From an optimization exercise on the open Yosys and OpenROAD flow, aimed at small area; shortcuts taken in it are not production practice. Function was checked by simulation only, so behaviour that the tests miss may differ from the original.

## ex_stage
module ex_stage (
	input  logic                                      clock,
	input  logic                                      reset,
	input  logic [2-1:0]                 issue_valid,
	input  logic [2*2-1:0]               issue_unit,
	input  logic [2*3-1:0]               issue_op,
	input  logic [2*32-1:0]        issue_a,
	input  logic [2*32-1:0]        issue_b,
	input  logic [2*5-1:0]    issue_rob,
	input  logic [2*6-1:0]     issue_pr,
	output logic [2-1:0]              complete_valid,
	output logic [2*5-1:0] complete_rob,
	output logic [2*6-1:0]  complete_pr,
	output logic [2*32-1:0]     complete_value,
	output logic [3-1:0]                    unit_busy
);
	localparam int W = 5 + 6 + 32;
	logic [1:0] hit0, hit1, hitm;
	always_comb begin
		for (int w = 0; w < 2; w++) begin
			hit0[w] = issue_valid[w] && (issue_unit[w*2 +: 2] == ex_pkg::UNIT_ALU0);
			hit1[w] = issue_valid[w] && (issue_unit[w*2 +: 2] == ex_pkg::UNIT_ALU1);
			hitm[w] = issue_valid[w] && (issue_unit[w*2 +: 2] == ex_pkg::UNIT_MULT);
		end
	end
	logic [W-1:0] way_res [2];
	for (genvar w = 0; w < 2; w++) begin : g_way
		ex_pkg::xlen_t y;
		exec_alu alu_i (
			.op(issue_op[w*3 +: 3]),
			.a(issue_a[w*32 +: 32]),
			.b(issue_b[w*32 +: 32]),
			.y(y)
		);
		assign way_res[w] = {issue_rob[w*5 +: 5],
			issue_pr[w*6 +: 6], y};
	end
	logic         alu0_valid, alu1_valid, alu1_grant;
	logic [W-1:0] alu0_res, alu1_res;
	always_ff @(posedge clock) begin
		if (reset)
			alu0_valid <= 1'b0;
		else
			alu0_valid <= |hit0;
	end
	logic [W-1:0] alu0_res_n, alu1_res_n;
	always_ff @(posedge clock)
		alu0_res_n <= ~(hit0[1] ? way_res[1] : way_res[0]);
	assign alu0_res = ~alu0_res_n;
	always_ff @(posedge clock) begin
		if (reset)
			alu1_valid <= 1'b0;
		else
			alu1_valid <= (|hit1) || (alu1_valid && !alu1_grant);
	end
	always_ff @(posedge clock)
		alu1_res_n <= ~(({W{hit1[0]}} & way_res[0]) | ({W{hit1[1]}} & way_res[1])
			| ({W{!(|hit1)}} & alu1_res));
	assign alu1_res = ~alu1_res_n;
	logic             mult_valid, mult_busy;
	ex_pkg::xlen_t    mult_value;
	ex_pkg::rob_idx_t mult_rob;
	ex_pkg::pr_idx_t  mult_pr;
	exec_mult mult_i (
		.clock(clock), .reset(reset),
		.hit(hitm),
		.way_a(issue_a),
		.way_b(issue_b),
		.busy(mult_busy),
		.res_valid(mult_valid),
		.res_value(mult_value)
	);
	localparam int TW = 5 + 6;
	logic [TW-1:0] mult_tag;
	always_ff @(posedge clock)
  ...
export LEC_CHECK = 0
export ABC_AREA = 1
export CAP_MARGIN = 0
export CORE_MARGIN = 2
export CORE_UTILIZATION = 60
export CTS_BUF_LIST = sky130_fd_sc_hd__clkbuf_4
export CTS_CLUSTER_DIAMETER = 40
export CTS_CLUSTER_SIZE = 10
export SLEW_MARGIN = 0
create_clock -name core_clock -period 7.0 [get_ports {clock}]
standard.sh (not shown) runs the stock make flow with config.mk's settings and CLKGATE_MAP_FILE= SYNTH_SCRIPT=/design/flow/synth_recipe.tcl, a recipe that flattens the netlist after the stock synthesis.
==> flow/flow/run.sh <==
#!/bin/bash
# Standard layout with three changes, none of which touches the registers:
#  - synthesis skips the generic abc -fast pass inside yosys synth (SYNTH_ARGS=-noabc),
#    so the full-adder extraction sees the RTL's own adder structure;
#  - the final ABC mapping (ABC_AREA=1) uses flow/abc_area.script, an &nf area mapping;
#  - the port buffers are plain buf_1 cells.
# Each make run writes its full output to a log file in this folder; ORFS keeps
# every tool's own log under orfs/logs.
set -euo pipefail
export BUFFER_PORTS_ARGS="-buffer_cell sky130_fd_sc_hd__buf_1"
rm -rf scripts_area
cp -r "$FLOW_HOME/scripts" scripts_area
cp flow/abc_area.script scripts_area/abc_area.script
SCRIPTS_DIR="$PWD/scripts_area" SYNTH_ARGS=-noabc bash standard.sh synth > synth_make.log 2>&1
bash standard.sh > standard_make.log 2>&1
==> flow/flow/abc_area.script <==
&get -n
&st
&dch -f
&nf
&put
buffer -c
topo
stime -c
upsize -c
dnsize -c
Change:
Settings changed: CTS_BUF_LIST sky130_fd_sc_hd__clkbuf_4 to sky130_fd_sc_hd__clkbuf_8, CTS_CLUSTER_DIAMETER 40 to 60, CTS_CLUSTER_SIZE 10 to 16.
What happened:
- die area does not change
Change:
Settings changed: GPL_ROUTABILITY_DRIVEN set to 0, GPL_TIMING_DRIVEN set to 0.
After rerunning: Routed wire length rose by 2.6%. Hold slack gains 0.0032 ns. Die area does not change.
Change:
Settings changed: CAP_MARGIN 0 to 20, CORE_UTILIZATION 60 to 75, GPL_ROUTABILITY_DRIVEN 0 to not set, GPL_TIMING_DRIVEN 0 to not set, SLEW_MARGIN 0 to 20.
Effect: Final area drops by 2.7%; synthesized cell count is unchanged; setup slack gets worse by 0.077 ns; via count climbs by 2.4%; flip-flop and latch count is unchanged; non-clock buffer count drops by 115; final cell count drops by 7.4%; core utilization climbs by 15 points.
Change:
==> flow/flow/run.sh (replaced) <==
#!/bin/bash
# standard layout, with plain buf_1 cells as the port buffers
set -euo pipefail
export BUFFER_PORTS_ARGS="-buffer_cell sky130_fd_sc_hd__buf_1"
bash standard.sh > standard_make.log 2>&1
Settings changed: CORE_UTILIZATION 75 to 60, CTS_BUF_LIST sky130_fd_sc_hd__clkbuf_8 to sky130_fd_sc_hd__clkbuf_4, CTS_CLUSTER_DIAMETER 60 to not set, CTS_CLUSTER_SIZE 16 to not set.
removed: flow/flow/abc_area.script
Result: Hold slack got worse by 0.035 ns. Via count grows by 6.7%. Sequential cell count is unchanged.
Change:
==> flow/flow/run.sh (replaced) <==
#!/bin/bash
# Standard layout with three changes, none of which touches the registers:
#  - synthesis skips the generic abc -fast pass inside yosys synth (SYNTH_ARGS=-noabc),
#    so the full-adder extraction sees the RTL's own adder structure;
#  - the final ABC mapping (ABC_AREA=1) uses flow/abc_area.script, an &nf area mapping;
#  - the port buffers are plain buf_1 cells.
# Each make run writes its full output to a log file in this folder; ORFS keeps
# every tool's own log under orfs/logs.
set -euo pipefail
export BUFFER_PORTS_ARGS="-buffer_cell sky130_fd_sc_hd__buf_1"
rm -rf scripts_area
cp -r "$FLOW_HOME/scripts" scripts_area
cp flow/abc_area.script scripts_area/abc_area.script
SCRIPTS_DIR="$PWD/scripts_area" SYNTH_ARGS=-noabc bash standard.sh synth > synth_make.log 2>&1
bash standard.sh > standard_make.log 2>&1
==> flow/flow/abc_area.script (new file) <==
&get -n
&st
&dch -f
&nf
&put
buffer -c
topo
stime -c
upsize -c
dnsize -c
Settings changed: CAP_MARGIN 20 to 0, CORE_UTILIZATION 60 to 75, CTS_BUF_LIST sky130_fd_sc_hd__clkbuf_4 to sky130_fd_sc_hd__clkbuf_8, CTS_CLUSTER_DIAMETER set to 60, CTS_CLUSTER_SIZE set to 16, SLEW_MARGIN 20 to 0.
Fmax drops slightly. Wire length drops by a little under a tenth. Worst setup slack loses 0.14 ns. Non-clock buffer count is unchanged. Sequential share of layout area climbs by 2.3 points. Clock-buffer cell count drops by 84. Clock skew drops by 0.037 ns. Via count drops by a few percent.

-- separate check: timing with driven ports --
Ports are ideal in the flow. The routed layouts listed here were re-timed in OpenROAD.
Step 1 sets driving cells, clkbuf_16 on the clock port and buf_2 on the other inputs (assumed; they add their load-dependent delay and slew).
Step 2 also shifts input and output timing later by t, the mid clock arrival at the registers, as if the neighbouring blocks saw the same clock.
a / b / c = ideal / step 1 / step 2; a / b = the first two.
run	shift t [ns]	slack for setup (ns)	worst setup path after step 2	worst slew at a driven data input, ns	pins driven straight from the clock port
the first run	0.726	0.246 / 0.246 / -0.153	input to register	0.10	1
the second run	0.636	0.267 / 0.267 / -0.156	input to register	0.10	1
the third run	0.663	0.224 / 0.224 / -0.425	input to register	0.09	1
the fourth run	0.645	0.148 / 0.148 / 0.090	input to register	0.11	1
the fifth run	0.799	0.315 / 0.315 / 0.315	register to register	0.10	1
the sixth run	0.649	0.179 / 0.179 / 0.085	input to register	0.11	1
Met with ideal ports but missed after step 2: setup timing in the first run, the second run and the third run. The setup slack of the third run, which loses most, moves by 0.000 ns with the drivers and by -0.649 ns with both steps.
